What follows belongs to an exercise in optimizing a design on an open flow for small area; a production flow would make more cautious choices. At most, simulation tests tie the RTL to the original design; equivalence was not proved. No functional check of the RTL was part of runs 3 and 4. Power figures rest on the tool's default switching activity, not on a simulated workload.

$ cat flow/design.v
package gpio_pkg;
   localparam int NUM_PINS = 32;
   localparam int DATA_W   = 32;
   localparam int ADDR_W   = 8;
   typedef logic [NUM_PINS-1:0] pins_t;
   function automatic logic [2:0] type_enc(input logic [2:0] t);
      case (t)
         3'd0:    type_enc = 3'b000;
         3'd1:    type_enc = 3'b001;
         3'd2:    type_enc = 3'b100;
         3'd3:    type_enc = 3'b010;
         3'd4:    type_enc = 3'b110;
         3'd5:    type_enc = 3'b101;
         3'd6:    type_enc = 3'b011;
         default: type_enc = 3'b111;
      endcase
   endfunction
   function automatic logic [2:0] type_dec(input logic [2:0] e);
      case (e)
         3'b000:  type_dec = 3'd0;
         3'b001:  type_dec = 3'd1;
         3'b100:  type_dec = 3'd2;
         3'b010:  type_dec = 3'd3;
         3'b110:  type_dec = 3'd4;
         3'b101:  type_dec = 3'd5;
         3'b011:  type_dec = 3'd6;
         default: type_dec = 3'd7;
      endcase
   endfunction
endpackage
`timescale 1ns/1ps
module gpio_in_sync
(
   input  logic        PCLK,
   input  logic        PRESETN,
   input  logic [31:0] gpio_in_i,
   output logic [31:0] s2_o,
   output logic [31:0] s3_o
);
   logic [31:0] stage1_q;
   logic [31:0] stage2_q;
   logic [31:0] stage3_q;
   always_ff @(posedge PCLK or negedge PRESETN)
   begin
      if (!PRESETN)
      begin
         stage1_q <= '0;
         stage2_q <= '0;
         stage3_q <= '0;
      end
      else
      begin
         stage1_q <= gpio_in_i;
         stage2_q <= stage1_q;
         stage3_q <= stage2_q;
      end
   end
   assign s2_o = stage2_q;
   assign s3_o = stage3_q;
endmodule
`timescale 1ns/1ps
module gpio_top
(
   input  logic                          PCLK,
   input  logic                          PRESETN,
   input  logic                          psel_i,
   input  logic                          penable_i,
   input  logic                          pwrite_i,
   input  logic [gpio_pkg::ADDR_W-1:0]   paddr_i,
   input  logic [gpio_pkg::DATA_W-1:0]   pwdata_i,
   input  gpio_pkg::pins_t               gpio_in_i,
   output logic [gpio_pkg::DATA_W-1:0]   prdata_o,
   output logic                          pready_o,
   output logic                          pslverr_o,
   output gpio_pkg::pins_t               gpio_out_o,
   output gpio_pkg::pins_t               gpio_oe_o,
   output gpio_pkg::pins_t               int_o,
   output logic                          int_or_o
);
   logic [7:0]   cfg_q [32];
   logic [31:0]  gpout_q;
   logic [31:0]  irq_q;
   logic [31:0]  flag_q;
   logic [31:0]  s2;
   logic [31:0]  s3;
   logic         wr_en;
   logic         cfg_hit;
   logic [31:0]  pin_sel;
   logic [31:0]  cfg_we;
   logic [7:0]   wcfg;
   logic [7:0]   cfg_rd;
   logic         type_chg;
   logic         irq_wr;
   logic         irq_clr_any;
   logic [31:0]  lvl_int;
   logic [31:0]  set;
   logic [31:0]  gpin;
   assign pready_o  = 1'b1;
   assign pslverr_o = 1'b0;
   gpio_in_sync i_gpio_in_sync
   (
      .PCLK       (PCLK),
      .PRESETN    (PRESETN),
      .gpio_in_i  (gpio_in_i),
      .s2_o       (s2),
      .s3_o       (s3)
   );
   assign wr_en   = psel_i & penable_i & pwrite_i;
   assign cfg_hit = (paddr_i <= 8'h7C);
   always_comb
      for (int i = 0; i < 32; i++)
      begin
         pin_sel[i] = cfg_hit & (paddr_i[6:2] == 5'(i));
         cfg_we[i]  = wr_en & pin_sel[i];
      end
   assign wcfg = {gpio_pkg::type_enc(pwdata_i[7:5]), pwdata_i[4:0]};
   always_ff @(posedge PCLK or negedge PRESETN)
      if (!PRESETN)
         for (int i = 0; i < 32; i++)
            cfg_q[i] <= '0;
      else
         for (int i = 0; i < 32; i++)
            if (cfg_we[i])
               cfg_q[i] <= wcfg;
   always_ff @(posedge PCLK or negedge PRESETN)
      if (!PRESETN)
         gpout_q <= '0;
      else if (wr_en && (paddr_i == 8'hA0))
         gpout_q <= pwdata_i;
   always_comb
   begin
      cfg_rd = '0;
      for (int i = 0; i < 32; i++)
         cfg_rd = cfg_rd | (pin_sel[i] ? cfg_q[i] : 8'h00);
   end
   assign type_chg = ~wcfg[3] | (wcfg[7:5] != cfg_rd[7:5]);
   assign irq_wr      = wr_en & (paddr_i == 8'h80);
   assign irq_clr_any = irq_wr & (|pwdata_i);
   always_comb
      for (int i = 0; i < 32; i++)
      begin
         lvl_int[i] = cfg_q[i][3] & ~cfg_q[i][7] & ~cfg_q[i][6] & (s3[i] ^ cfg_q[i][5]);
         set[i]     = cfg_q[i][3] & ~cfg_q[i][5] &
                      ((cfg_q[i][7] & s2[i] & ~s3[i]) | (cfg_q[i][6] & ~s2[i] & s3[i]));
         int_o[i]   = flag_q[i] | lvl_int[i];
         gpio_out_o[i] = gpout_q[i] & cfg_q[i][0];
         gpio_oe_o[i]  = cfg_q[i][2] & cfg_q[i][0];
         gpin[i]       = s3[i] & cfg_q[i][1];
      end
   assign int_or_o = |int_o;
   always_ff @(posedge PCLK or negedge PRESETN)
      if (!PRESETN)
         flag_q <= '0;
      else
         for (int i = 0; i < 32; i++)
            flag_q[i] <= ~(cfg_we[i] & type_chg) &
                         (set[i] | (flag_q[i] & ~(irq_wr & pwdata_i[i])));
   always_ff @(posedge PCLK or negedge PRESETN)
      if (!PRESETN)
         irq_q <= '0;
      else if (irq_clr_any)
         irq_q <= irq_q & ~pwdata_i;
      else
         irq_q <= int_o;
   always_comb
   begin
      prdata_o = {24'h0, cfg_rd[4:0]} | {24'h0, gpio_pkg::type_dec(cfg_rd[7:5]), 5'h0};
      case (paddr_i)
         8'h80:   prdata_o = irq_q;
         8'h90:   prdata_o = gpin;
         8'hA0:   prdata_o = gpout_q;
         default: ;
      endcase
   end
endmodule
$ cat flow/flow/run.sh
#!/bin/bash
# Standard ORFS layout (standard.sh) with these changes:
#  - synthesis maps the logic with flow/abc_area.script (ABC_AREA=1 picks it up);
#    the rest of synthesis is the standard script, so the registers are the same
#  - after synthesis, flow/mux_a22o.py rewrites 2:1 muxes that share a select as
#    and-or cells with one shared inverter (combinational cells only)
#  - ports are buffered with the smallest buffer (buf_1)
#  - clock tree: larger sink clusters, no dummy loads (flow/cts_args)
set -euo pipefail
W=$(pwd)
R=$W/orfs/results/sky130hd/gpio_top/base
rm -rf "$W/scripts_alt"
cp -r "$FLOW_HOME/scripts" "$W/scripts_alt"
cp "$W/flow/abc_area.script" "$W/scripts_alt/abc_area.script"
bash standard.sh "SCRIPTS_DIR=$W/scripts_alt" synth > "$W/synth.log" 2>&1
cp "$R/1_2_yosys.v" "$W/1_2_yosys_abc.v"
python3 "$W/flow/mux_a22o.py" "$W/1_2_yosys_abc.v" "$R/1_2_yosys.v" > "$W/mux_a22o.log" 2>&1
rm -f "$R/1_synth.odb" "$R/1_synth.sdc"
bash standard.sh synth > "$W/synth_odb.log" 2>&1
bash standard.sh "BUFFER_PORTS_ARGS=-buffer_cell sky130_fd_sc_hd__buf_1" \
   "CTS_ARGS=$(cat "$W/flow/cts_args")" finish > "$W/layout.log" 2>&1
test -f "$W/out/final.def"
$ cat flow/flow/abc_area.script
strash
&get -n
&st
&synch2
&if -K 6
&mfs
&st
&dch
&nf -R 1000
&put
topo
stime -c
$ cat flow/flow/cts_args
-sink_clustering_enable -repair_clock_nets -dont_use_dummy_load -buf_list sky130_fd_sc_hd__clkbuf_16 -sink_clustering_size 24 -sink_clustering_max_diameter 100
$ cat flow/flow/mux_a22o.py
#!/usr/bin/env python3
"""Rewrite 2:1 muxes in a mapped sky130hd netlist (Yosys -noattr output) as and-or cells.

A mux2 (11.3 um2) becomes an a22o_1 (8.8 um2) and a mux2i an a22oi_1 (7.5 um2), both fed
with the select and its inverse; the inverse comes from one inv_1 per select net (or an
inverter that is already there). A select net is rewritten only when it drives at least
two muxes, so the shared inverter pays off. Registers are left alone.
usage: mux_a22o.py IN.v OUT.v
"""
import re, sys, collections

src = open(sys.argv[1]).read()
inst_re = re.compile(r'^(\s*)(sky130_fd_sc_hd__\w+)\s+(\S+)\s*\((.*?)\);\n', re.S | re.M)
pin_re = re.compile(r'\.(\w+)\(([^()]*)\)')

def pins(body):
    # escaped names (\name) keep the space that ends them
    return {k: v.strip() + (' ' if v.strip().startswith('\\') else '') for k, v in pin_re.findall(body)}

insts = [(m, m.group(2), pins(m.group(4))) for m in inst_re.finditer(src)]
muxes = collections.defaultdict(list)
inv_of = {}
for m, typ, p in insts:
    if re.fullmatch(r'sky130_fd_sc_hd__mux2i?_[124]', typ):
        muxes[p['S']].append(m)
    if re.fullmatch(r'sky130_fd_sc_hd__(clk)?inv_\d+', typ):
        inv_of.setdefault(p['A'], p['Y'])

repl = {}
new_wires = []
new_cells = []
n = 0
for s, ms in muxes.items():
    if len(ms) < 2 and s not in inv_of:
        continue
    if s in inv_of:
        sn = inv_of[s]
    else:
        n += 1
        sn = f'_muxsel_n_{n}_'
        new_wires.append(sn)
        new_cells.append(f'  sky130_fd_sc_hd__inv_1 _muxsel_inv_{n}_ (.A({s}), .Y({sn}));\n')
    for m in ms:
        typ = m.group(2)
        p = pins(m.group(4))
        if 'mux2i' in typ:
            cell, out = 'sky130_fd_sc_hd__a22oi_1', f".Y({p['Y']})"
        else:
            cell, out = 'sky130_fd_sc_hd__a22o_1', f".X({p['X']})"
        repl[m.start()] = (m.end(), f"{m.group(1)}{cell} {m.group(3)} (.A1({s}), .A2({p['A1']}), .B1({sn}), .B2({p['A0']}), {out});\n")

out = []
pos = 0
for start in sorted(repl):
    end, text = repl[start]
    out.append(src[pos:start]); out.append(text); pos = end
out.append(src[pos:])
res = ''.join(out)
# declare the new nets before the first cell, add the inverters at the end of the (single) module
decl = ''.join(f'  wire {w};\n' for w in new_wires)
first = inst_re.search(res).start()
res = res[:first] + decl + res[first:]
res = re.sub(r'(\n\s*endmodule)', '\n' + ''.join(new_cells) + r'\1', res, count=1)
open(sys.argv[2], 'w').write(res)
print(f'mux_a22o: {len(repl)} muxes rewritten, {len(new_cells)} inverters added', file=sys.stderr)
$ cat flow/standard.sh
#!/bin/bash
# synth_recipe.tcl (not shown) runs the flow's synth.tcl, then flattens the netlist and writes it again
# the make line also repeats each setting of config.mk as NAME=value (left out here)
make -C /OpenROAD-flow-scripts/flow DESIGN_CONFIG=/design/flow/config.mk WORK_HOME=/design/flow/orfs CLKGATE_MAP_FILE= SYNTH_SCRIPT=/design/flow/synth_recipe.tcl "${@:-finish}"
$ cat flow/config.mk
export PLATFORM = sky130hd
export DESIGN_NAME = gpio_top
export DESIGN_NICKNAME = gpio_top
export VERILOG_FILES = /design/flow/design.v
export SDC_FILE = /design/flow/constraint.sdc
export NUM_CORES = 4
export LEC_CHECK = 0
export ABC_AREA = 1
export CAP_MARGIN = 0
export CORE_MARGIN = 2
export CORE_UTILIZATION = 40
export SLEW_MARGIN = 0
$ cat flow/constraint.sdc
create_clock -name core_clock -period 10.0 [get_ports {PCLK}]
set_input_delay 2.0000 -clock core_clock [delete_from_list [all_inputs] [get_ports {PCLK}]]
set_output_delay 2.0000 -clock core_clock [all_outputs]
set_load 0.01 [all_outputs]
==> results of run 1 <==
==> report_power, final <==
part           leakage [nW]  internal, mW  switching, mW
combinational          3.20        0.0896          0.192
clock                 0.271         0.395          0.591
sequential             5.54          1.89          0.109
total                  9.01          2.38          0.891
==> cell type report <==
| type | instances | area (um2) | area share |
|---|---|---|---|
| well taps | 615 | 769 | 0.0357 |
| flip-flops and latches | 448 | 11200 | 0.520 |
| clock buffers | 22 | 551 | 0.0256 |
| diodes | 1 | 2.50 | 0.000116 |
| multi-input cells | 1245 | 7680 | 0.357 |
| inverters | 65 | 244 | 0.0113 |
| repair buffers | 242 | 1080 | 0.0502 |
==> routing by layer <==
layer / up-vias / wire, um / share of wire / track usage
met5: - / 0 / 0 / 0
met3: 171 / 6640 / 0.087 / 0.0585
met4: 0 / 3220 / 0.042 / 0.121
li1: 7129 / - / - / -
met2: 891 / 34700 / 0.45 / 0.475
met1: 8485 / 32000 / 0.42 / 0.426
==> worst reg2reg max path: cells and delay by family (launching register included) <==
family	cells	cell delay (ns)
AOI/OAI and AO/OA	3	0.76
buffers and inverters	1	0.33
and+or+nand+nor	3	0.82
DFF	1	0.46
xor gates and xnor gates	1	0.21
==> layout by cell type, fill, tap and decap left out, drive strengths merged, types with 29 or more instances in the layout <==
cell     count
inv         33
nor2       118
o21ai      112
xor2        35
nand2b      63
a2111oi     29
dfrtp      448
a22o       184
and2        64
a22oi       62
a31o        32
nand2      192
buf        236
nand3       29
a21oi      156
clkinv      32
==> final timing paths <==
check	from	endpoint
setup reg to reg	cfg_q[14][6]	flag_q[8]
hold reg to reg	i_gpio_in_sync.stage1_q[15]	i_gpio_in_sync.stage2_q[15]
setup / recovery	paddr_i[4]	prdata_o[6]
min in group asynchronous	PRESETN	gpout_q[22]
hold / removal	i_gpio_in_sync.stage1_q[15]	i_gpio_in_sync.stage2_q[15]
max in group asynchronous	PRESETN	irq_q[9]
==> sequential cells by signal (all words and copies together), names as in the netlist <==
| name | cells |
|---|---|
| cfg_q | 256 |
| i_gpio_in_sync.stage3_q | 32 |
| irq_q | 32 |
| flag_q | 32 |
| i_gpio_in_sync.stage1_q | 32 |
| i_gpio_in_sync.stage2_q | 32 |
| gpout_q | 32 |
==> results.toml, run 1 <==
[sta]
post-route-period-util = 0.776
worst_slew_pin_slew_ns = 1.09
clock_skew_ns = 0.0419
max-slew-margin-rel = 0.267
rsz0062_at_grt = "no"
timing.final.max_slew_violations = 0
setup_viol = 0
layout_setup_ws_ns = 2.24
fin_hold_ws_ns = 0.339
fmax_mhz = 129
final.setup.tns_ns = 0
finalWorstPathRequiredPeriod_ns = 7.76
report.final.hold_viol_count = 0

[placement]
setup_slack_after_placement_ns = 2.40
gp_congestion = 0.971
placedCellCount = 2615
post_dp_cell_area_um2 = 21000
place_hpwl_um = 53800
port-buffer-count = 205

[routing]
avgRoutedWirePerCell_um = 29.0
drt-total-wl_um = 76600
viasPerCell = 6.32
dr.pass1.iters = 8
vias_after_detailed_routing = 16676
drc_violation_count_after_routing = 0
postRouteAntennaNets = 0
drt-initial-drc-count = 1980

[logic_synthesis]
syn-num-nets = 1837
post_synth.cell_area_avg_um2 = 10.8
synth.cell_area_um2 = 19100
netlist_instances = 1760
ys_warn_count = 3

[cells_and_area]
utilization = 0.454
area_delta_synth_final_pct = 12.9
instances_no_fill = 2638
layout-drive-gt1-share = 0.0371
nets = 2101
final_area_um2 = 21500
filler_cell_count_in_the_final_layout = 4574

[run_status]
run_status = "no timing/DRC/antenna violations"

[setup_path]
critPathTopFamily = "simple AND/OR/NAND/NOR gates"
cp.required_ns = 8.00
r2r.worst_path.cells = 8
ff2ff_setup_slack_ns = 7.26
slowest_stage_cell_crit_path = "sky130_fd_sc_hd__nor2_1"
critical-path-max-stage-delay_ns = 0.69
start_kind = "input port"
critical_path.max_fanout = 30
worst_ep_arrival_time_ns = 5.76
cp_cell_sequence = "buf_1, nor2b_2, buf_4, nand2_1, nor2_1, a22o_1, a221oi_1, nand4_1, or3_1, nor2b_1, xnor2_1, o21ai_0, buf_1"
worst-path-stages = 13
crit_top_cell = "sky130_fd_sc_hd__buf_1"
critPathKind = "in -> out"
worst-path-buf-inv = 3
crit_path_end_kind = "primary output"

[cts]
clk_root_buffer_cell = "sky130_fd_sc_hd__clkbuf_16"
ctsHoldBuffers = 0
post_cts.resized_instances = 0
cts_setup_buffers = 0
cts.sink_count = 448
tritoncts = "done"
clock_latency_ns = 0.59
cts_buffers = 22
path_clk_slew_ns = 0.09
htreeDepth = 1
clock_tree.buffer_depth = 3

[flow_run]
maxCapViolCount = 0

[floorplanning]
top_level_ports = 208
core_rows = 80
vert_die_dim_um = 222
initial_core_util = 0.402
width_of_the_chip_um = 222
die_area_um2 = 49400
placeable_core_area_um2 = 47400

[hold_path]
min_delay_path_depth = 0
classification_of_the_worst_slack_hold_path = "reg -> reg"

[power]
report.power.total_mw = 3.27
worst_ir_drop_vdd_v = 0.000122
power.density_cell_area_nw_per_um2 = 152
leakage_nw = 9.01

[global_routing]
final_global_route_overflow_total = 0
grt_pass1_vias = 16368
antenna_found_initial = 1
grt_max_degree = 164
global_route_wire_length_before_repair_um = 112000
grt_usage = 0.306
==> inputs of run 2 (changes only) <==
--- a/flow/config.mk
+++ b/flow/config.mk
@@ -8,5 +8,5 @@
 export ABC_AREA = 1
 export CAP_MARGIN = 0
 export CORE_MARGIN = 2
-export CORE_UTILIZATION = 40
+export CORE_UTILIZATION = 60
 export SLEW_MARGIN = 0
==> run 2 against run 1 <==
Against the previous run: sequential cell count unchanged; die area decreased by 33%; critical path depth unchanged; maximum frequency decreased by 1.2%; via count increased by 1.3%; sequential share of layout area increased by 0.76 points; largest power group unchanged.
==> results.toml, run 2 <==
[run_status]
run_status = "no timing/DRC/antenna violations"

[cts]
clk_root_buffer_cell = "sky130_fd_sc_hd__clkbuf_16"
path_clk_slew_ns = 0.09
clock_latency_ns = 0.57
post_cts.resized_instances = 0
clock_tree.buffer_depth = 3
ctsHoldBuffers = 0
cts_setup_buffers = 0
htreeDepth = 1
tritoncts = "done"
cts_buffers = 22
cts.sink_count = 448

[setup_path]
cp.required_ns = 8.00
critical_path.max_fanout = 18
worst_ep_arrival_time_ns = 5.86
crit_path_end_kind = "primary output"
start_kind = "input port"
critPathKind = "in -> out"

[global_routing]
grt_pass1_vias = 16323
grt_max_degree = 172
antenna_found_initial = 4
gr-max-usage-layer = "met2"
final_global_route_overflow_total = 0
grt_usage = 0.430
globalRouteMet1Util = 0.600
global_route_wire_length_before_repair_um = 105000
met2_usage = 0.646
grtUsageMet3 = 0.100

[logic_synthesis]
synth.cell_area_um2 = 19100
post_synth.cell_area_avg_um2 = 10.8
netlist_instances = 1760
syn-num-nets = 1837
ys_warn_count = 3

[floorplanning]
placeable_core_area_um2 = 31400
core_rows = 65
initial_core_util = 0.608
vert_die_dim_um = 182
width_of_the_chip_um = 182
top_level_ports = 208
die_area_um2 = 33200

[sta]
finalWorstPathRequiredPeriod_ns = 7.86
clock_skew_ns = 0.0301
report.final.hold_viol_count = 0
max-slew-margin-rel = 0.119
rsz0062_at_grt = "no"
worst_slew_pin_slew_ns = 1.31
timing.final.max_slew_violations = 0
final.setup.tns_ns = 0
fmax_mhz = 127
post-route-period-util = 0.786
setup_viol = 0

[routing]
postRouteAntennaNets = 0
drt-total-wl_um = 71000
dr.pass1.iters = 10
viasPerCell = 6.97
drc_violation_count_after_routing = 0
vias_after_detailed_routing = 16896
drt-initial-drc-count = 2191
avgRoutedWirePerCell_um = 29.3

[placement]
gp_congestion = 0.995
place_hpwl_um = 49100
port-buffer-count = 205

[flow_run]
maxCapViolCount = 0

[cells_and_area]
area_delta_synth_final_pct = 11.3
mostFrequentLayoutCell = "sky130_fd_sc_hd__dfrtp_1"
layout.cells.most_common_list = "sky130_fd_sc_hd__dfrtp_1, sky130_fd_sc_hd__buf_1, sky130_fd_sc_hd__nand2_1"
nets = 2097
largest_register_ffs = 256
layout-drive-gt1-share = 0.0352
top_register = "cfg_q"

[power]
power.density_cell_area_nw_per_um2 = 152
report.power.total_mw = 3.23
leakage_nw = 8.99
worst_ir_drop_vdd_v = 0.000154

[hold_path]
classification_of_the_worst_slack_hold_path = "reg -> reg"
## run 2: worst max-delay path: stages
cell and delay, ns:
sky130_fd_sc_hd__buf_1 0.27, sky130_fd_sc_hd__nor2b_2 0.86, sky130_fd_sc_hd__buf_4 0.48, sky130_fd_sc_hd__nand2_1 0.23
sky130_fd_sc_hd__nor2_1 0.64, sky130_fd_sc_hd__a22o_1 0.29, sky130_fd_sc_hd__a221oi_1 0.06, sky130_fd_sc_hd__nand4_1 0.16
sky130_fd_sc_hd__or3_1 0.25, sky130_fd_sc_hd__nor2b_1 0.19, sky130_fd_sc_hd__xnor2_1 0.13, sky130_fd_sc_hd__o21ai_0 0.10
sky130_fd_sc_hd__buf_1 0.17
## run 2: metrics by stage
step	setup WS [ns]	area (um2)	utilization	hold WS, ns	std cells
5_1_grt	2.00	21200	0.676	0.343	2422
2_1_floorplan	3.36	19100	-	0.331	1760
4_1_cts	2.30	21200	0.676	0.339	2420
3_3_place_gp	2.40	20700	0.659	0.331	2398
6_report	2.14	21200	0.676	0.336	2423
3_5_place_dp	2.28	20700	0.659	0.335	2398
## run 2: area by class of cell
type	instances	area, um2
sequential	448	11200
fill	2525	10200
multi-input combinational	1245	7660
timing repair buffer	238	1050
clock buffer	22	551
tap	402	503
inverter	65	244
antenna	3	7.51
## run 2: report_power, final
group	switching (mW)	total [mW]	internal, mW	leakage, nW
logic	0.189	0.278	0.0889	3.17
clock network	0.560	0.954	0.394	0.271
registers	0.105	2.00	1.89	5.54
total	0.853	3.23	2.38	8.99
## run 2: final timing paths
path / start / to / slack [ns] / depth (start not counted)
max in group asynchronous: PRESETN / cfg_q[9][4] / 6.65 / 3
min in group asynchronous: PRESETN / gpout_q[26] / 1.45 / 1
worst min register to register: i_gpio_in_sync.stage1_q[26] / i_gpio_in_sync.stage2_q[26] / 0.34 / 0
worst max register to register: cfg_q[17][6] / flag_q[16] / 6.89 / 8
worst max-delay path: paddr_i[4] / prdata_o[6] / 2.14 / 13
worst min-delay path: i_gpio_in_sync.stage1_q[26] / i_gpio_in_sync.stage2_q[26] / 0.34 / 0
## run 2: layer usage
| metal | up-vias | part of all wire |
|---|---|---|
| met5 | - | 0 |
| met4 | 0 | 0.054 |
| met3 | 240 | 0.11 |
| met2 | 1134 | 0.44 |
| met1 | 8399 | 0.39 |
| li1 | 7123 | - |
==> inputs of run 3 (changes only) <==
--- a/flow/design.v
+++ b/flow/design.v
@@ -133,7 +133,7 @@
       for (int i = 0; i < 32; i++)
          cfg_rd = cfg_rd | (pin_sel[i] ? cfg_q[i] : 8'h00);
    end
-   assign type_chg = ~wcfg[3] | (wcfg[7:5] != cfg_rd[7:5]);
+   assign type_chg = ~wcfg[3] | wcfg[5] | (wcfg[7:6] != cfg_rd[7:6]);
    assign irq_wr      = wr_en & (paddr_i == 8'h80);
    assign irq_clr_any = irq_wr & (|pwdata_i);
    always_comb
--- a/flow/config.mk
+++ b/flow/config.mk
@@ -8,5 +8,5 @@
 export ABC_AREA = 1
 export CAP_MARGIN = 0
 export CORE_MARGIN = 2
-export CORE_UTILIZATION = 60
+export CORE_UTILIZATION = 70
 export SLEW_MARGIN = 0
==> run 3 against run 2 <==
Against the previous run: global-route usage is 8.3 points higher; critical path depth shrank 1; hold slack improved by 0.014 ns; synthesized cell count is 0.23% lower; register-to-register slack got worse by 0.49 ns; final area shrank 0.76%; first-iteration DRC count up 40%; synthesized area shrank 0.11%; sequential power barely moved; count of clock-buffer cells in the layout unchanged.
==> results.toml, run 3 <==
[hold_path]
classification_of_the_worst_slack_hold_path = "reg -> reg"
holdCritStartpoint = "i_gpio_in_sync.stage1_q[8]"
min_delay_path_depth = 0
whs_endpoint = "i_gpio_in_sync.stage2_q[8]"

[cts]
clock_latency_ns = 0.57
post_cts.resized_instances = 0
ctsHoldBuffers = 0
clk_root_buffer_cell = "sky130_fd_sc_hd__clkbuf_16"
htreeDepth = 1
cts_setup_buffers = 0
cts.sink_count = 448
path_clk_slew_ns = 0.06
clock_tree.buffer_depth = 3
tritoncts = "done"
cts_buffers = 22

[global_routing]
grt_max_degree = 194
antenna_found_initial = 5
global_route_wire_length_before_repair_um = 108000
grt_usage = 0.512
grt_pass1_vias = 17276
final_global_route_overflow_total = 0

[setup_path]
r2r.worst_path.cells = 8
cp.required_ns = 8.00
crit_top_cell = "sky130_fd_sc_hd__buf_1"
cp_cell_sequence = "buf_1, nor2b_2, nand2_1, nor2_1, a22o_1, a221oi_1, nand4_1, or3_1, nor2b_1, xnor2_1, o21ai_0, buf_1"
critPathKind = "in -> out"
start_kind = "input port"
crit_path_end_kind = "primary output"
ff2ff_setup_slack_ns = 6.40
critical-path-max-stage-delay_ns = 0.80
worst_ep_arrival_time_ns = 5.54
slowest_stage_cell_crit_path = "sky130_fd_sc_hd__nor2b_2"
critical_path.max_fanout = 11
crit-reg2reg-capture = "flag_q[2]"
reg_to_reg_startpoint = "cfg_q[7][6]"

[logic_synthesis]
post_synth.cell_area_avg_um2 = 10.9
ys_warn_count = 3
synth.cell_area_um2 = 19100
netlist_instances = 1756
syn-num-nets = 1833

[cells_and_area]
nets = 2086
top_register = "cfg_q"
layout-drive-gt1-share = 0.0319
mostFrequentLayoutCell = "sky130_fd_sc_hd__dfrtp_1"
area_delta_synth_final_pct = 10.6
largest_register_ffs = 256
layout.cells.most_common_list = "sky130_fd_sc_hd__dfrtp_1, sky130_fd_sc_hd__nand2_1, sky130_fd_sc_hd__buf_1"

[routing]
avgRoutedWirePerCell_um = 31.0
drt-initial-drc-count = 3076
viasPerCell = 7.61
drt-total-wl_um = 73000
dr.pass1.iters = 13
postRouteAntennaNets = 0
vias_after_detailed_routing = 17904
drc_violation_count_after_routing = 0

[power]
power.density_cell_area_nw_per_um2 = 153
worst_ir_drop_vdd_v = 0.000170
leakage_nw = 9.00
report.power.total_mw = 3.22

[sta]
worst_slew_pin_slew_ns = 1.19
clock_skew_ns = 0.0334
setup_viol = 0
rsz0062_at_grt = "no"
report.final.hold_viol_count = 0
max-slew-margin-rel = 0.201
final.setup.tns_ns = 0
post-route-period-util = 0.754
timing.final.max_slew_violations = 0
finalWorstPathRequiredPeriod_ns = 7.54
layout_setup_ws_ns = 2.46
fmax_mhz = 133

[floorplanning]
die_area_um2 = 28600
placeable_core_area_um2 = 26900
initial_core_util = 0.709
width_of_the_chip_um = 169
core_rows = 60
vert_die_dim_um = 169
top_level_ports = 208

[run_status]
run_status = "no timing/DRC/antenna violations"

[placement]
place_hpwl_um = 49300
port-buffer-count = 205
setup_slack_after_placement_ns = 2.68
gp_congestion = 1.01

[flow_run]
maxCapViolCount = 0
## run 3: worst max path at each step
stage | from | to | slack, ns | cells past startpoint
detailed placement | paddr_i[4] | prdata_o[5] | 2.68 | 12
CTS | paddr_i[4] | prdata_o[5] | 2.69 | 12
global placement | paddr_i[4] | prdata_o[5] | 2.77 | 12
floorplan | paddr_i[5] | irq_q[30] | 3.20 | 6
global route | paddr_i[4] | prdata_o[5] | 2.44 | 12
finish | paddr_i[4] | prdata_o[5] | 2.46 | 12
## run 3: cell type report
class,count,area (um2)
flip-flops and latches,448,11200
repair buffers,231,987
clock buffers,22,551
diodes,6,15.0
fillers,1573,5810
inverters,65,244
multi-input cells,1241,7640
well taps,341,427
## run 3: worst max-delay path: cells and delay by family
family / cells / cell delay (ns)
compound gates: 3 / 0.52
xor+xnor: 1 / 0.19
buf+inv: 2 / 0.43
simple gates: 6 / 2.39
## run 3: power by group
| group | internal, mW | switching, mW | leakage, nW |
|---|---|---|---|
| logic | 0.0851 | 0.192 | 3.18 |
| registers | 1.89 | 0.102 | 5.55 |
| clock network | 0.394 | 0.559 | 0.271 |
| total | 2.37 | 0.853 | 9.00 |
## run 3: layer usage
layer  vias up  global-route usage  part of all wire
met5         -                   0           0.00014
li1       7097                   -                 -
met4         2               0.318             0.079
met3       475               0.173              0.15
met1      8562               0.649              0.33
met2      1768               0.768              0.44
## run 3: stage by stage
stage,util,hold WS [ns],std cells,area [um2]
finish,0.784,0.350,2354,21100
global route,0.783,0.357,2348,21100
CTS,0.783,0.352,2348,21100
detailed placement,0.763,0.335,2326,20500
floorplan,-,0.331,1756,19100
global placement,0.763,0.332,2326,20500
==> inputs of run 4 (changes only) <==
==> flow/flow/cts_args (replaced) <==
-sink_clustering_enable -repair_clock_nets -dont_use_dummy_load -buf_list sky130_fd_sc_hd__clkbuf_16 -sink_clustering_size 30 -sink_clustering_max_diameter 80
--- a/flow/config.mk
+++ b/flow/config.mk
@@ -8,5 +8,5 @@
 export ABC_AREA = 1
 export CAP_MARGIN = 0
 export CORE_MARGIN = 2
-export CORE_UTILIZATION = 70
+export CORE_UTILIZATION = 60
 export SLEW_MARGIN = 0
==> run 4 against run 3 <==
Against the previous run: clock power about the same; sequential share of layout area down 0.20 points; count of clock-buffer cells in the layout stayed put; final area is 0.39% higher; hold slack worse by 0.026 ns; maximum frequency shrank 3.0%; critical path type unchanged; core utilization shrank 11 points; synthesized cell count unchanged; register-to-register slack worse by 0.28 ns; routed wire length down 2.3%; still clean.
==> results.toml, run 4 <==
[setup_path]
start_kind = "input port"
critical_path.max_fanout = 16
crit_path_end_kind = "primary output"
worst_ep_arrival_time_ns = 5.77
critPathTopFamily = "simple AND/OR/NAND/NOR gates"
cp_cell_sequence = "buf_1, nor2b_2, nand2_1, nor2_1, a22o_1, a221oi_1, nand4_1, or3_1, nor2b_1, xnor2_1, o21ai_0, buf_1"
slowest_stage_cell_crit_path = "sky130_fd_sc_hd__nor2b_2"
critPathKind = "in -> out"
worst-path-buf-inv = 2
crit_top_cell = "sky130_fd_sc_hd__buf_1"
critical-path-max-stage-delay_ns = 1.07
cp.required_ns = 8.00

[cts]
htreeDepth = 1
clock_tree.buffer_depth = 3
tritoncts = "done"
clock_latency_ns = 0.57
post_cts.resized_instances = 0
cts_setup_buffers = 0
path_clk_slew_ns = 0.10
clk_root_buffer_cell = "sky130_fd_sc_hd__clkbuf_16"
cts.sink_count = 448
cts_buffers = 22
ctsHoldBuffers = 0

[logic_synthesis]
syn-num-nets = 1833
synth.cell_area_um2 = 19100
netlist_instances = 1756
post_synth.cell_area_avg_um2 = 10.9
ys_warn_count = 3

[cells_and_area]
mostFrequentLayoutCell = "sky130_fd_sc_hd__dfrtp_1"
layout.cells.most_common_list = "sky130_fd_sc_hd__dfrtp_1, sky130_fd_sc_hd__nand2_1, sky130_fd_sc_hd__buf_1"
filler_cell_count_in_the_final_layout = 2408
instances_no_fill = 2412
area_delta_synth_final_pct = 11.0
layout-drive-gt1-share = 0.0319
top_register = "cfg_q"
nets = 2086
largest_register_ffs = 256

[global_routing]
grt_usage = 0.435
global_route_wire_length_before_repair_um = 106000
grt_max_degree = 176
final_global_route_overflow_total = 0
grt_pass1_vias = 16582
antenna_found_initial = 1

[sta]
fmax_mhz = 129
max-slew-margin-rel = 0.140
final.setup.tns_ns = 0
report.final.hold_viol_count = 0
setup_viol = 0
fin_hold_ws_ns = 0.324
finalWorstPathRequiredPeriod_ns = 7.77
rsz0062_at_grt = "no"
post-route-period-util = 0.777
worst_slew_pin_slew_ns = 1.28
timing.final.max_slew_violations = 0
clock_skew_ns = 0.0841

[routing]
vias_after_detailed_routing = 16995
drt-initial-drc-count = 2450
viasPerCell = 7.05
avgRoutedWirePerCell_um = 29.6
dr.pass1.iters = 9
postRouteAntennaNets = 0
drc_violation_count_after_routing = 0
drt-total-wl_um = 71300

[floorplanning]
placeable_core_area_um2 = 31400
vert_die_dim_um = 182
top_level_ports = 208
die_area_um2 = 33200
core_rows = 65
width_of_the_chip_um = 182
initial_core_util = 0.607

[power]
leakage_nw = 9.01
combinationalPowerShare = 0.083
p_clk_frac = 0.297
report.power.total_mw = 3.21
share_seq_of_total_power = 0.620
power.density_cell_area_nw_per_um2 = 152
swShare = 0.262
total_switching_power_mw = 0.840
power_report.internal_total_mw = 2.37
worst_ir_drop_vdd_v = 0.000149

[hold_path]
classification_of_the_worst_slack_hold_path = "reg -> reg"

[run_status]
run_status = "no timing/DRC/antenna violations"

[placement]
place_hpwl_um = 50200
placedCellCount = 2387
gp_congestion = 1.03
port-buffer-count = 205

[flow_run]
maxCapViolCount = 0
[run 4: metrics by stage]
step | setup slack, ns | instance area [um2] | util
after floorplan | 3.20 | 19100 | -
after global placement | 2.58 | 20600 | 0.656
after detailed placement | 2.42 | 20600 | 0.656
after CTS | 2.39 | 21100 | 0.674
after global routing | 2.13 | 21100 | 0.674
final | 2.23 | 21200 | 0.674
[run 4: layout make-up]
type / instances / area [um2] / share of cell area
Antenna cell: 3 / 7.51 / 0.000355
Clock buffer: 22 / 551 / 0.0260
Inverter: 65 / 244 / 0.0115
Multi-Input combinational cell: 1241 / 7640 / 0.361
Sequential cell: 448 / 11200 / 0.530
Tap cell: 402 / 503 / 0.0238
Timing Repair Buffer: 231 / 1000 / 0.0473
[run 4: power groups by stage]
stage	registers, mW	logic (mW)	clock network, mW
final	1.99	0.267	0.954
after global placement	2.02	0.252	0
after CTS	1.98	0.262	0.952
after detailed placement	2.02	0.261	0
after floorplan	1.97	0.124	0
after global routing	2.00	0.291	1.01
[run 4: metal layers]
| metal | wire length (um) | up-vias | track usage |
|---|---|---|---|
| li1 | - | 7096 | - |
| met1 | 26300 | 8344 | 0.592 |
| met2 | 32100 | 1280 | 0.679 |
| met3 | 9150 | 275 | 0.105 |
| met4 | 3760 | 0 | 0.177 |
| met5 | 0 | - | 0 |
[run 4: path summary, 6_finish.rpt]
kind	from	endpoint	slack, ns	cells after the start
setup / recovery	paddr_i[4]	prdata_o[5]	2.23	12
setup reg to reg	cfg_q[15][7]	flag_q[1]	6.12	8
hold / removal	i_gpio_in_sync.stage1_q[23]	i_gpio_in_sync.stage2_q[23]	0.32	0
min in group asynchronous	PRESETN	irq_q[17]	1.40	1
max in group asynchronous	PRESETN	cfg_q[13][1]	7.23	2
hold reg to reg	i_gpio_in_sync.stage1_q[23]	i_gpio_in_sync.stage2_q[23]	0.32	0
==> inputs of run 5 (changes only) <==
--- a/flow/design.v
+++ b/flow/design.v
@@ -79,8 +79,9 @@
 );
    logic [7:0]   cfg_q [32];
    logic [31:0]  gpout_q;
+   logic [31:0]  irq_n_q;
    logic [31:0]  irq_q;
-   logic [31:0]  flag_q;
+   logic [31:0]  flag_n_q;
    logic [31:0]  s2;
    logic [31:0]  s3;
    logic         wr_en;
@@ -95,6 +96,7 @@
    logic [31:0]  lvl_int;
    logic [31:0]  set;
    logic [31:0]  gpin;
+   assign irq_q = ~irq_n_q;
    assign pready_o  = 1'b1;
    assign pslverr_o = 1'b0;
    gpio_in_sync i_gpio_in_sync
@@ -142,7 +144,7 @@
          lvl_int[i] = cfg_q[i][3] & ~cfg_q[i][7] & ~cfg_q[i][6] & (s3[i] ^ cfg_q[i][5]);
          set[i]     = cfg_q[i][3] & ~cfg_q[i][5] &
                       ((cfg_q[i][7] & s2[i] & ~s3[i]) | (cfg_q[i][6] & ~s2[i] & s3[i]));
-         int_o[i]   = flag_q[i] | lvl_int[i];
+         int_o[i]   = ~flag_n_q[i] | lvl_int[i];
          gpio_out_o[i] = gpout_q[i] & cfg_q[i][0];
          gpio_oe_o[i]  = cfg_q[i][2] & cfg_q[i][0];
          gpin[i]       = s3[i] & cfg_q[i][1];
@@ -150,18 +152,18 @@
    assign int_or_o = |int_o;
    always_ff @(posedge PCLK or negedge PRESETN)
       if (!PRESETN)
-         flag_q <= '0;
+         flag_n_q <= '1;
       else
          for (int i = 0; i < 32; i++)
-            flag_q[i] <= ~(cfg_we[i] & type_chg) &
-                         (set[i] | (flag_q[i] & ~(irq_wr & pwdata_i[i])));
+            flag_n_q[i] <= ~(~(cfg_we[i] & type_chg) &
+                             (set[i] | (~flag_n_q[i] & ~(irq_wr & pwdata_i[i]))));
    always_ff @(posedge PCLK or negedge PRESETN)
       if (!PRESETN)
-         irq_q <= '0;
+         irq_n_q <= '1;
       else if (irq_clr_any)
-         irq_q <= irq_q & ~pwdata_i;
+         irq_n_q <= ~(irq_q & ~pwdata_i);
       else
-         irq_q <= int_o;
+         irq_n_q <= ~int_o;
    always_comb
    begin
       prdata_o = {24'h0, cfg_rd[4:0]} | {24'h0, gpio_pkg::type_dec(cfg_rd[7:5]), 5'h0};
==> flow/flow/cts_args (replaced) <==
-sink_clustering_enable -repair_clock_nets -dont_use_dummy_load -buf_list sky130_fd_sc_hd__clkbuf_16 -sink_clustering_size 24 -sink_clustering_max_diameter 100
--- a/flow/config.mk
+++ b/flow/config.mk
@@ -8,5 +8,5 @@
 export ABC_AREA = 1
 export CAP_MARGIN = 0
 export CORE_MARGIN = 2
-export CORE_UTILIZATION = 60
+export CORE_UTILIZATION = 70
 export SLEW_MARGIN = 0
==> run 5 against run 4 <==
Against the previous run: still clean; hold slack improved by 0.031 ns; combinational power decreased by 6%; global-route usage increased by 7.7 points; non-clock buffer count increased by 15; final cell count decreased by 5.1%; final area decreased by 1.0%; power decreased by 0.32%; critical path depth decreased by 1; routed wire length increased by 1.6%; maximum frequency increased by 5.8%; highest routed layer unchanged.
==> results.toml, run 5 <==
[cts]
path_clk_slew_ns = 0.09
cts_buffers = 22
clk_root_buffer_cell = "sky130_fd_sc_hd__clkbuf_16"
tritoncts = "done"
htreeDepth = 1
ctsHoldBuffers = 0
cts_setup_buffers = 0
cts.sink_count = 448
clock_latency_ns = 0.56
post_cts.resized_instances = 0
clock_tree.buffer_depth = 3

[setup_path]
ff2ff_setup_slack_ns = 6.38
critPathKind = "in -> out"
crit_path_end_kind = "primary output"
cp.required_ns = 8.00
worst_ep_arrival_time_ns = 5.35
r2r.worst_path.cells = 9
critical_path.max_fanout = 11
start_kind = "input port"
crit-reg2reg-capture = "flag_n_q[3]"
reg_to_reg_startpoint = "cfg_q[28][6]"

[floorplanning]
top_level_ports = 208
vert_die_dim_um = 168
initial_core_util = 0.706
die_area_um2 = 28200
width_of_the_chip_um = 168
placeable_core_area_um2 = 26700
core_rows = 60

[global_routing]
grt_pass1_vias = 16908
antenna_found_initial = 2
global_route_wire_length_before_repair_um = 107000
grt_max_degree = 181
final_global_route_overflow_total = 0
grt_usage = 0.512

[sta]
finalWorstPathRequiredPeriod_ns = 7.35
layout_setup_ws_ns = 2.65
post-route-period-util = 0.735
final.setup.tns_ns = 0
report.final.hold_viol_count = 0
timing.final.max_slew_violations = 0
worst_slew_pin_slew_ns = 1.25
setup_viol = 0
clock_skew_ns = 0.0298
rsz0062_at_grt = "no"
fmax_mhz = 136
max-slew-margin-rel = 0.159

[routing]
avgRoutedWirePerCell_um = 31.6
viasPerCell = 7.73
drt-initial-drc-count = 3330
dr.pass1.iters = 10
drt-total-wl_um = 72500
vias_after_detailed_routing = 17706
drc_violation_count_after_routing = 0
postRouteAntennaNets = 0

[logic_synthesis]
syn-num-nets = 1759
netlist_instances = 1682
post_synth.cell_area_avg_um2 = 11.2
ys_warn_count = 3
synth.cell_area_um2 = 18800

[cells_and_area]
instances_no_fill = 2290
nets = 2027
top_register = "cfg_q"
layout-drive-gt1-share = 0.0729
largest_register_ffs = 256
utilization = 0.786
area_delta_synth_final_pct = 11.3
mostFrequentLayoutCell = "sky130_fd_sc_hd__dfrtp_1"
layout.cells.most_common_list = "sky130_fd_sc_hd__dfrtp_1, sky130_fd_sc_hd__buf_1, sky130_fd_sc_hd__a22o_1"
filler_cell_count_in_the_final_layout = 1544

[placement]
port-buffer-count = 205
place_hpwl_um = 49400
gp_congestion = 1.00
placedCellCount = 2267
setup_slack_after_placement_ns = 2.93

[hold_path]
holdCritStartpoint = "i_gpio_in_sync.stage1_q[15]"
classification_of_the_worst_slack_hold_path = "reg -> reg"
min_delay_path_depth = 0
whs_endpoint = "i_gpio_in_sync.stage2_q[15]"

[flow_run]
maxCapViolCount = 0

[run_status]
run_status = "no timing/DRC/antenna violations"

[power]
power.density_cell_area_nw_per_um2 = 153
leakage_nw = 8.85
worst_ir_drop_vdd_v = 0.000181
[run 5: power by group]
group          internal [mW]  leakage [nW]  switching (mW)
registers               1.89          5.61           0.100
clock network          0.395         0.271           0.560
logic                 0.0798          2.97           0.172
total                   2.37          8.85           0.832
[run 5: per-layer routing]
metal,GRT usage,up-vias,routed length [um]
met5,0,-,0
met2,0.757,1776,31100
met1,0.687,8492,24200
met4,0.308,0,5890
met3,0.140,482,11200
li1,-,6956,-
[run 5: final cells by class]
type                       instances  area [um2]  area share
sequential                       448       11300       0.539
multi-input combinational       1166        7310       0.349
timing repair buffer             246        1110      0.0531
clock buffer                      22         551      0.0263
tap                              341         427      0.0204
inverter                          66         248      0.0118
antenna                            1        2.50    0.000120
[run 5: metrics by stage]
stage / instance area, um2 / power [mW] / hold WS [ns]
6_report: 20900 / 3.20 / 0.355
5_1_grt: 20900 / 3.26 / 0.359
4_1_cts: 20900 / 3.17 / 0.356
3_5_place_dp: 20400 / 2.26 / 0.335
3_3_place_gp: 20400 / 2.24 / 0.332
2_1_floorplan: 18800 / 2.09 / 0.331
[run 5: critical path, stage by stage]
cell and delay (ns):
sky130_fd_sc_hd__buf_1 0.37, sky130_fd_sc_hd__nor2b_1 0.47, sky130_fd_sc_hd__nand2_1 0.26, sky130_fd_sc_hd__nor2_1 0.81, sky130_fd_sc_hd__a22oi_1 0.35, sky130_fd_sc_hd__nand4_1 0.18, sky130_fd_sc_hd__or3_1 0.23, sky130_fd_sc_hd__nor2b_1 0.23
sky130_fd_sc_hd__xnor2_1 0.19, sky130_fd_sc_hd__nand3_1 0.11, sky130_fd_sc_hd__buf_1 0.13
[run 5: how the worst max path moves through the flow]
stage / slack (ns) / end / startpoint / cells after the start
after floorplan: 3.51 / prdata_o[4] / paddr_i[1] / 7
after global placement: 2.98 / prdata_o[5] / paddr_i[3] / 11
after detailed placement: 2.93 / prdata_o[5] / paddr_i[4] / 11
after CTS: 2.90 / prdata_o[5] / paddr_i[4] / 12
after global routing: 2.56 / prdata_o[5] / paddr_i[4] / 11
final: 2.65 / prdata_o[5] / paddr_i[4] / 11
==> inputs of run 6 (changes only) <==
--- a/flow/config.mk
+++ b/flow/config.mk
@@ -8,5 +8,5 @@
 export ABC_AREA = 1
 export CAP_MARGIN = 0
 export CORE_MARGIN = 2
-export CORE_UTILIZATION = 70
+export CORE_UTILIZATION = 60
 export SLEW_MARGIN = 0
==> run 6 against run 5 <==
Against the previous run: clock power grew 0.9%; critical path type unchanged; largest cell class unchanged; via count shrank 5.0%; critical path depth grew 1; register-to-register slack lost 0.16 ns; critical endpoint unchanged; sequential power is essentially flat; synthesized area is the same; core utilization shrank 10 points.
==> results.toml, run 6 <==
[global_routing]
antenna_found_initial = 6
global_route_wire_length_before_repair_um = 104000
final_global_route_overflow_total = 0
grt_pass1_vias = 15809
grt_usage = 0.431
grt_max_degree = 183

[floorplanning]
width_of_the_chip_um = 181
core_rows = 64
vert_die_dim_um = 181
die_area_um2 = 32800
top_level_ports = 208
initial_core_util = 0.612
placeable_core_area_um2 = 30700

[sta]
fmax_mhz = 137
report.final.hold_viol_count = 0
rsz0062_at_grt = "no"
worst_slew_pin_slew_ns = 1.31
final.setup.tns_ns = 0
timing.final.max_slew_violations = 0
post-route-period-util = 0.731
finalWorstPathRequiredPeriod_ns = 7.31
clock_skew_ns = 0.0271
max-slew-margin-rel = 0.118
setup_viol = 0
fin_hold_ws_ns = 0.353

[routing]
viasPerCell = 7.18
postRouteAntennaNets = 0
vias_after_detailed_routing = 16815
drc_violation_count_after_routing = 0
drt-total-wl_um = 71100
avgRoutedWirePerCell_um = 30.3
drt-initial-drc-count = 2791
dr.pass1.iters = 13

[cts]
cts_setup_buffers = 0
post_cts.resized_instances = 0
path_clk_slew_ns = 0.08
htreeDepth = 1
clk_root_buffer_cell = "sky130_fd_sc_hd__clkbuf_16"
clock_latency_ns = 0.56
cts_buffers = 22
ctsHoldBuffers = 0
tritoncts = "done"
cts.sink_count = 448
clock_tree.buffer_depth = 3

[placement]
gp_congestion = 0.981
port-buffer-count = 205
place_hpwl_um = 49600
post_dp_cell_area_um2 = 20400
placedCellCount = 2319

[setup_path]
critical-path-max-stage-delay_ns = 0.70
critical_path.max_fanout = 11
ff2ff_setup_slack_ns = 6.22
worst_ep_arrival_time_ns = 5.31
r2r.worst_path.cells = 9
cp.required_ns = 8.00
critPathKind = "in -> out"
start_kind = "input port"
slowest_stage_cell_crit_path = "sky130_fd_sc_hd__nor2_1"
cp_cell_sequence = "buf_1, nor2b_1, nand2_1, nor2_1, a22o_1, a221oi_1, nand4_1, or3_1, nor2b_1, xnor2_1, nand3_1, buf_1"
crit_path_end_kind = "primary output"
reg_to_reg_startpoint = "cfg_q[17][6]"
crit-reg2reg-capture = "flag_n_q[29]"

[cells_and_area]
instances_no_fill = 2343
layout-drive-gt1-share = 0.0715
nets = 2024
mostFrequentLayoutCell = "sky130_fd_sc_hd__dfrtp_1"
layout.cells.most_common_list = "sky130_fd_sc_hd__dfrtp_1, sky130_fd_sc_hd__buf_1, sky130_fd_sc_hd__a22o_1"
area_delta_synth_final_pct = 11.6
largest_register_ffs = 256
final_area_um2 = 21000
top_register = "cfg_q"

[power]
worst_ir_drop_vdd_v = 0.000165
power.density_cell_area_nw_per_um2 = 152
report.power.total_mw = 3.20
leakage_nw = 8.83

[hold_path]
whs_endpoint = "i_gpio_in_sync.stage2_q[3]"
holdCritStartpoint = "i_gpio_in_sync.stage1_q[3]"
min_delay_path_depth = 0
classification_of_the_worst_slack_hold_path = "reg -> reg"

[logic_synthesis]
syn-num-nets = 1759
netlist_instances = 1682
ys_warn_count = 3
post_synth.cell_area_avg_um2 = 11.2
synth.cell_area_um2 = 18800

[run_status]
run_status = "no timing/DRC/antenna violations"

[flow_run]
maxCapViolCount = 0
[run 6: final cells by class]
cell class              instances  area (um2)
flip-flops and latches        448       11300
fillers                      2399        9750
multi-input cells            1166        7320
repair buffers                243        1090
clock buffers                  22         551
well taps                     396         495
inverters                      66         248
diodes                          2        5.00
[run 6: per-stage QoR]
stage | worst slack (ns) | util
2_1_floorplan | 3.51 | -
3_3_place_gp | 3.05 | 0.665
3_5_place_dp | 2.87 | 0.665
4_1_cts | 2.85 | 0.683
5_1_grt | 2.52 | 0.683
6_report | 2.69 | 0.683
[run 6: where the power goes]
| part | internal [mW] | leakage (nW) | switching, mW |
|---|---|---|---|
| Sequential | 1.89 | 5.61 | 0.0982 |
| Combinational | 0.0801 | 2.95 | 0.166 |
| Clock | 0.395 | 0.271 | 0.569 |
[run 6: routing by layer]
metal  up-vias  GRT usage  part of all wire
met5         -          0           0.00076
met4         8      0.203             0.059
met3       270      0.118              0.12
met2      1200      0.631              0.43
met1      8368      0.605              0.38
li1       6969          -                 -
[run 6: worst max-delay path by stage]
stage          startpoint     endpoint  cells past startpoint
3_5_place_dp   paddr_i[4]  prdata_o[5]                     12
2_1_floorplan  paddr_i[1]  prdata_o[4]                      7
4_1_cts        paddr_i[4]  prdata_o[5]                     12
5_1_grt        paddr_i[5]  prdata_o[6]                     12
6_report       paddr_i[4]  prdata_o[5]                     12
3_3_place_gp   paddr_i[4]  prdata_o[5]                     12
[run 6: worst max-delay path: cells and delay by family]
kind                   cells  cell delay, ns
buffers and inverters      2            0.50
XOR/XNOR                   1            0.17
AO/OA/AOI/OAI              2            0.34
AND/OR/NAND/NOR            7            2.29
==> inputs of run 7 (changes only) <==
==> flow/flow/cts_args (replaced) <==
-sink_clustering_enable -repair_clock_nets -dont_use_dummy_load -buf_list sky130_fd_sc_hd__clkbuf_16 -sink_clustering_size 26 -sink_clustering_max_diameter 100
==> run 7 against run 6 <==
Against the previous run: final cell count about the same; sequential share of layout area grew 0.064 points; register-to-register slack improved by 0.09 ns; core utilization decreased by 0.081 points; via count fell by 0.34%; hold slack worse by 0.0072 ns; clock power fell by 2.6%; count of clock-buffer cells in the layout fell by 1; clock skew increased by 0.013 ns; non-clock buffer count unchanged; largest cell class unchanged.
==> results.toml, run 7 <==
[run_status]
run_status = "no timing/DRC/antenna violations"

[routing]
route.met3.wl_um = 9540
viasPerCell = 7.16
drt-total-wl_um = 70900
vias_after_detailed_routing = 16758
route.met2.wl_um = 30900
drc_violation_count_after_routing = 0
drt-initial-drc-count = 2488
met1Wirelength_um = 26300
dr.pass1.iters = 7
postRouteAntennaNets = 0
avgRoutedWirePerCell_um = 30.3
top_layer_used = "met5"

[setup_path]
cp_cell_sequence = "buf_1, nor2b_1, nand2_1, nor2_1, a22o_1, a221oi_1, nand4_1, or3_1, nor2b_1, xnor2_1, nand3_1, buf_1"
worst-path-buf-inv = 2
crit_path_end_kind = "primary output"
start_kind = "input port"
critPathTopFamily = "simple AND/OR/NAND/NOR gates"
cp.required_ns = 8.00
critical_path.max_fanout = 11
slowest_stage_cell_crit_path = "sky130_fd_sc_hd__nor2_1"
critical-path-max-stage-delay_ns = 0.70
worst_ep_arrival_time_ns = 5.29
critPathKind = "in -> out"

[global_routing]
grt_usage = 0.432
final_global_route_overflow_total = 0
antenna_found_initial = 6
grt_pass1_vias = 15855
grt_max_degree = 183
global_route_wire_length_before_repair_um = 104000

[sta]
fin_hold_ws_ns = 0.346
timing.final.max_slew_violations = 0
worst_slew_pin_slew_ns = 1.26
final.setup.tns_ns = 0
rsz0062_at_grt = "no"
report.final.hold_viol_count = 0
fmax_mhz = 137
layout_setup_ws_ns = 2.71
clock_skew_ns = 0.0405
max-slew-margin-rel = 0.152
setup_viol = 0
post-route-period-util = 0.729
finalWorstPathRequiredPeriod_ns = 7.29

[cts]
clock_latency_ns = 0.56
tritoncts = "done"
cts_buffers = 21
htreeDepth = 1
clock_tree.buffer_depth = 3
path_clk_slew_ns = 0.06
post_cts.resized_instances = 0
cts_setup_buffers = 0
clk_root_buffer_cell = "sky130_fd_sc_hd__clkbuf_16"
cts.sink_count = 448
ctsHoldBuffers = 0

[power]
leakage_nw = 8.82
worst_ir_drop_vdd_v = 0.000152
power.density_cell_area_nw_per_um2 = 151
report.power.total_mw = 3.18

[cells_and_area]
area_of_the_multi_input_gates_um2 = 7320
layout-drive-gt1-share = 0.0710
seq_area_um2 = 11300
area_delta_synth_final_pct = 11.5
mostFrequentLayoutCell = "sky130_fd_sc_hd__dfrtp_1"
top_register = "cfg_q"
filler_cell_count_in_the_final_layout = 2393
nets = 2023
final_area_um2 = 21000
largest_register_ffs = 256
utilization = 0.682
instances_no_fill = 2342
layout.cells.most_common_list = "sky130_fd_sc_hd__dfrtp_1, sky130_fd_sc_hd__buf_1, sky130_fd_sc_hd__a22o_1"

[logic_synthesis]
synth.cell_area_um2 = 18800
ys_warn_count = 3
netlist_instances = 1682
syn-num-nets = 1759
post_synth.cell_area_avg_um2 = 11.2

[floorplanning]
core_rows = 64
initial_core_util = 0.612
placeable_core_area_um2 = 30700
top_level_ports = 208
width_of_the_chip_um = 181
vert_die_dim_um = 181
die_area_um2 = 32800

[placement]
gp_congestion = 0.981
port-buffer-count = 205
post_dp_cell_area_um2 = 20400
setup_slack_after_placement_ns = 2.87
placedCellCount = 2319
place_hpwl_um = 49600

[hold_path]
classification_of_the_worst_slack_hold_path = "reg -> reg"

[flow_run]
maxCapViolCount = 0
==> run 7: power breakdown <==
group | switching, mW | internal (mW)
logic | 0.165 | 0.0801
clock network | 0.562 | 0.378
registers | 0.0986 | 1.89
==> run 7: layout make-up <==
cell class | instances | area share
tap | 396 | 0.0236
inverter | 66 | 0.0118
timing repair buffer | 243 | 0.0520
clock buffer | 21 | 0.0251
multi-input combinational | 1166 | 0.349
antenna | 2 | 0.000239
sequential | 448 | 0.538
==> run 7: final timing paths <==
| path | to | slack [ns] | cells past startpoint | start |
|---|---|---|---|---|
| max | prdata_o[5] | 2.71 | 12 | paddr_i[4] |
| min | i_gpio_in_sync.stage2_q[3] | 0.35 | 0 | i_gpio_in_sync.stage1_q[3] |
| max reg2reg | flag_n_q[9] | 6.31 | 9 | cfg_q[17][6] |
| min reg2reg | i_gpio_in_sync.stage2_q[3] | 0.35 | 0 | i_gpio_in_sync.stage1_q[3] |
| max in group asynchronous | cfg_q[20][2] | 6.57 | 3 | PRESETN |
| min in group asynchronous | cfg_q[10][0] | 1.33 | 1 | PRESETN |
==> run 7: routing by layer <==
metal | GRT usage | up-vias
met1 | 0.583 | 8263
met5 | 0 | -
met3 | 0.149 | 276
li1 | - | 6949
met2 | 0.630 | 1262
met4 | 0.210 | 8
==> run 7: worst register-to-register path: cells and delay by family, from the launching register on <==
family | cells | cell delay, ns
buffers and inverters | 1 | 0.53
AND/OR/NAND/NOR | 3 | 1.50
AO/OA/AOI/OAI | 5 | 1.10
flip-flops | 1 | 0.45
==> inputs of run 8 (changes only) <==
--- a/flow/design.v
+++ b/flow/design.v
@@ -43,17 +43,14 @@
    always_ff @(posedge PCLK or negedge PRESETN)
    begin
       if (!PRESETN)
-      begin
          stage1_q <= '0;
-         stage2_q <= '0;
-         stage3_q <= '0;
-      end
       else
-      begin
          stage1_q <= gpio_in_i;
-         stage2_q <= stage1_q;
-         stage3_q <= stage2_q;
-      end
+   end
+   always_ff @(posedge PCLK)
+   begin
+      stage2_q <= stage1_q;
+      stage3_q <= stage2_q;
    end
    assign s2_o = stage2_q;
    assign s3_o = stage3_q;
--- a/flow/flow/mux_a22o.py
+++ b/flow/flow/mux_a22o.py
@@ -60,6 +60,7 @@
 decl = ''.join(f'  wire {w};\n' for w in new_wires)
 first = inst_re.search(res).start()
 res = res[:first] + decl + res[first:]
-res = re.sub(r'(\n\s*endmodule)', '\n' + ''.join(new_cells) + r'\1', res, count=1)
+end = re.search(r'\n\s*endmodule', res).start()
+res = res[:end] + '\n' + ''.join(new_cells) + res[end:]
 open(sys.argv[2], 'w').write(res)
 print(f'mux_a22o: {len(repl)} muxes rewritten, {len(new_cells)} inverters added', file=sys.stderr)
==> run 8 against run 7 <==
Against the previous run: via count fell by 0.21%; highest routed layer unchanged; sequential power about the same; routed wire length is 0.65% lower; core utilization decreased by 0.30 points; power is 0.19% lower; synthesized area decreased by 1.7%; largest cell class unchanged; synthesized cell count stayed put; clock power about the same; non-clock buffer count increased by 2.
==> results.toml, run 8 <==
[sta]
report.final.hold_viol_count = 0
final.setup.tns_ns = 0
fin_hold_ws_ns = 0.348
worst_slew_pin_slew_ns = 1.25
setup_viol = 0
timing.final.max_slew_violations = 0
clock_skew_ns = 0.0571
post-route-period-util = 0.733
rsz0062_at_grt = "no"
fmax_mhz = 137
finalWorstPathRequiredPeriod_ns = 7.33
max-slew-margin-rel = 0.161
layout_setup_ws_ns = 2.67

[cells_and_area]
diodes = 0
layout.cells.most_common_list = "sky130_fd_sc_hd__dfrtp_1, sky130_fd_sc_hd__buf_1, sky130_fd_sc_hd__a22o_1"
final_area_um2 = 20700
top_register = "cfg_q"
mostFrequentLayoutCell = "sky130_fd_sc_hd__dfrtp_1"
nets = 2025
area_delta_synth_final_pct = 11.8
layout-drive-gt1-share = 0.0719
largest_register_ffs = 256
utilization = 0.679

[setup_path]
start_kind = "input port"
worst_ep_arrival_time_ns = 5.33
critical-path-max-stage-delay_ns = 0.76
critPathKind = "in -> out"
cp_cell_sequence = "buf_1, nor2b_1, nand2_1, nor2_1, a22o_1, a221oi_1, nand4_1, or3_1, nor2b_1, xnor2_1, nand3_1, buf_1"
slowest_stage_cell_crit_path = "sky130_fd_sc_hd__nor2_1"
worst-path-buf-inv = 2
critical_path.max_fanout = 11
critPathTopFamily = "simple AND/OR/NAND/NOR gates"
cp.required_ns = 8.00
crit_path_end_kind = "primary output"

[global_routing]
grt_pass1_vias = 15954
grt_max_degree = 182
antenna_found_initial = 2
final_global_route_overflow_total = 0
global_route_wire_length_before_repair_um = 104000
grt_usage = 0.434

[floorplanning]
die_area_um2 = 32200
core_rows = 64
vert_die_dim_um = 180
top_level_ports = 208
width_of_the_chip_um = 180
placeable_core_area_um2 = 30400
initial_core_util = 0.608

[routing]
drc_violation_count_after_routing = 0
drt-total-wl_um = 70400
postRouteAntennaNets = 0
dr.pass1.iters = 7
vias_after_detailed_routing = 16723
avgRoutedWirePerCell_um = 30.1
viasPerCell = 7.14
drt-initial-drc-count = 2349

[cts]
path_clk_slew_ns = 0.10
cts_buffers = 21
clock_latency_ns = 0.57
clk_root_buffer_cell = "sky130_fd_sc_hd__clkbuf_16"
cts.sink_count = 448
tritoncts = "done"
cts_setup_buffers = 0
htreeDepth = 1
post_cts.resized_instances = 0
ctsHoldBuffers = 0
clock_tree.buffer_depth = 3

[logic_synthesis]
synth.cell_area_um2 = 18500
ys_warn_count = 3
netlist_instances = 1682
syn-num-nets = 1759
post_synth.cell_area_avg_um2 = 11.0

[flow_run]
maxCapViolCount = 0

[power]
power.density_cell_area_nw_per_um2 = 153
worst_ir_drop_vdd_v = 0.000159
leakage_nw = 8.63

[placement]
gp_congestion = 0.986
port-buffer-count = 205
setup_slack_after_placement_ns = 2.83
place_hpwl_um = 49500
post_dp_cell_area_um2 = 20100

[hold_path]
classification_of_the_worst_slack_hold_path = "reg -> reg"

[run_status]
run_status = "no timing/DRC/antenna violations"
run 8: final cells by class:
cell class / instances / area (um2)
Sequential cell: 448 / 11000
Tap cell: 396 / 495
Fill cell: 2395 / 9760
Inverter: 66 / 248
Multi-Input combinational cell: 1166 / 7320
Timing Repair Buffer: 245 / 1100
Clock buffer: 21 / 526
run 8: final timing paths:
check / from / endpoint / slack (ns) / depth (start not counted)
setup reg to reg: cfg_q[17][6] / flag_n_q[3] / 6.27 / 9
hold reg to reg: i_gpio_in_sync.stage1_q[23] / i_gpio_in_sync.stage2_q[23] / 0.35 / 0
setup / recovery: paddr_i[4] / prdata_o[5] / 2.67 / 12
max in group asynchronous: PRESETN / i_gpio_in_sync.stage1_q[19] / 6.98 / 2
hold / removal: i_gpio_in_sync.stage1_q[23] / i_gpio_in_sync.stage2_q[23] / 0.35 / 0
min in group asynchronous: PRESETN / i_gpio_in_sync.stage1_q[30] / 1.49 / 1
run 8: metal layers:
layer,track usage,part of all wire,up-vias
li1,-,-,6955
met1,0.610,0.38,8305
met2,0.647,0.44,1214
met3,0.104,0.12,245
met4,0.195,0.054,4
met5,0,0.00031,-
run 8: stage by stage:
stage               cells  power [mW]
finish               2342        3.17
global route         2342        3.25
CTS                  2342        3.15
detailed placement   2321        2.25
global placement     2321        2.25
floorplan            1682        2.09
run 8: report_power, final:
group	switching [mW]	total (mW)	internal [mW]
clock	0.563	0.940	0.378
combinational	0.160	0.240	0.0799
sequential	0.100	1.99	1.89
total	0.823	3.17	2.35

separate check: timing with driven ports:
How much do the figures lean on ideal ports? The routed layouts below were timed once more, with nothing changed but the port constraints.
Step 1: set_driving_cell puts a clkbuf_16 on PCLK and a buf_2 on each other input, an assumption about the parent block.
Step 2 times the ports against the registers' clock, not the clock port: input delays grow and output delays shrink by t, the midpoint of the rising clock arrivals with the driver on.
Three values: no drivers, after step 1, after step 2; two values: the first two.
| run | t (ns) | slack for setup (ns) | hold WS [ns] | cell pins on the clock port's net |
|---|---|---|---|---|
| run 1 | 0.630 | 2.237 / 2.198 / 2.198 | 0.339 / 0.339 / 0.339 | 1 |
| run 2 | 0.605 | 2.143 / 2.086 / 2.086 | 0.336 / 0.336 / 0.336 | 1 |
| run 3 | 0.605 | 2.460 / 2.404 / 2.404 | 0.350 / 0.350 / 0.350 | 1 |
| run 4 | 0.579 | 2.225 / 2.162 / 2.162 | 0.324 / 0.324 / 0.324 | 1 |
| run 5 | 0.601 | 2.653 / 2.626 / 2.626 | 0.355 / 0.355 / 0.355 | 1 |
| run 6 | 0.605 | 2.687 / 2.661 / 2.661 | 0.353 / 0.353 / 0.353 | 1 |
| run 7 | 0.598 | 2.710 / 2.680 / 2.680 | 0.346 / 0.346 / 0.346 | 1 |
| run 8 | 0.599 | 2.674 / 2.646 / 2.646 | 0.348 / 0.348 / 0.348 | 1 |
After both steps every run listed still meets setup and hold. For run 4, which loses most, drivers alone change the setup slack by -0.063 ns; drivers and shift together by -0.063 ns.
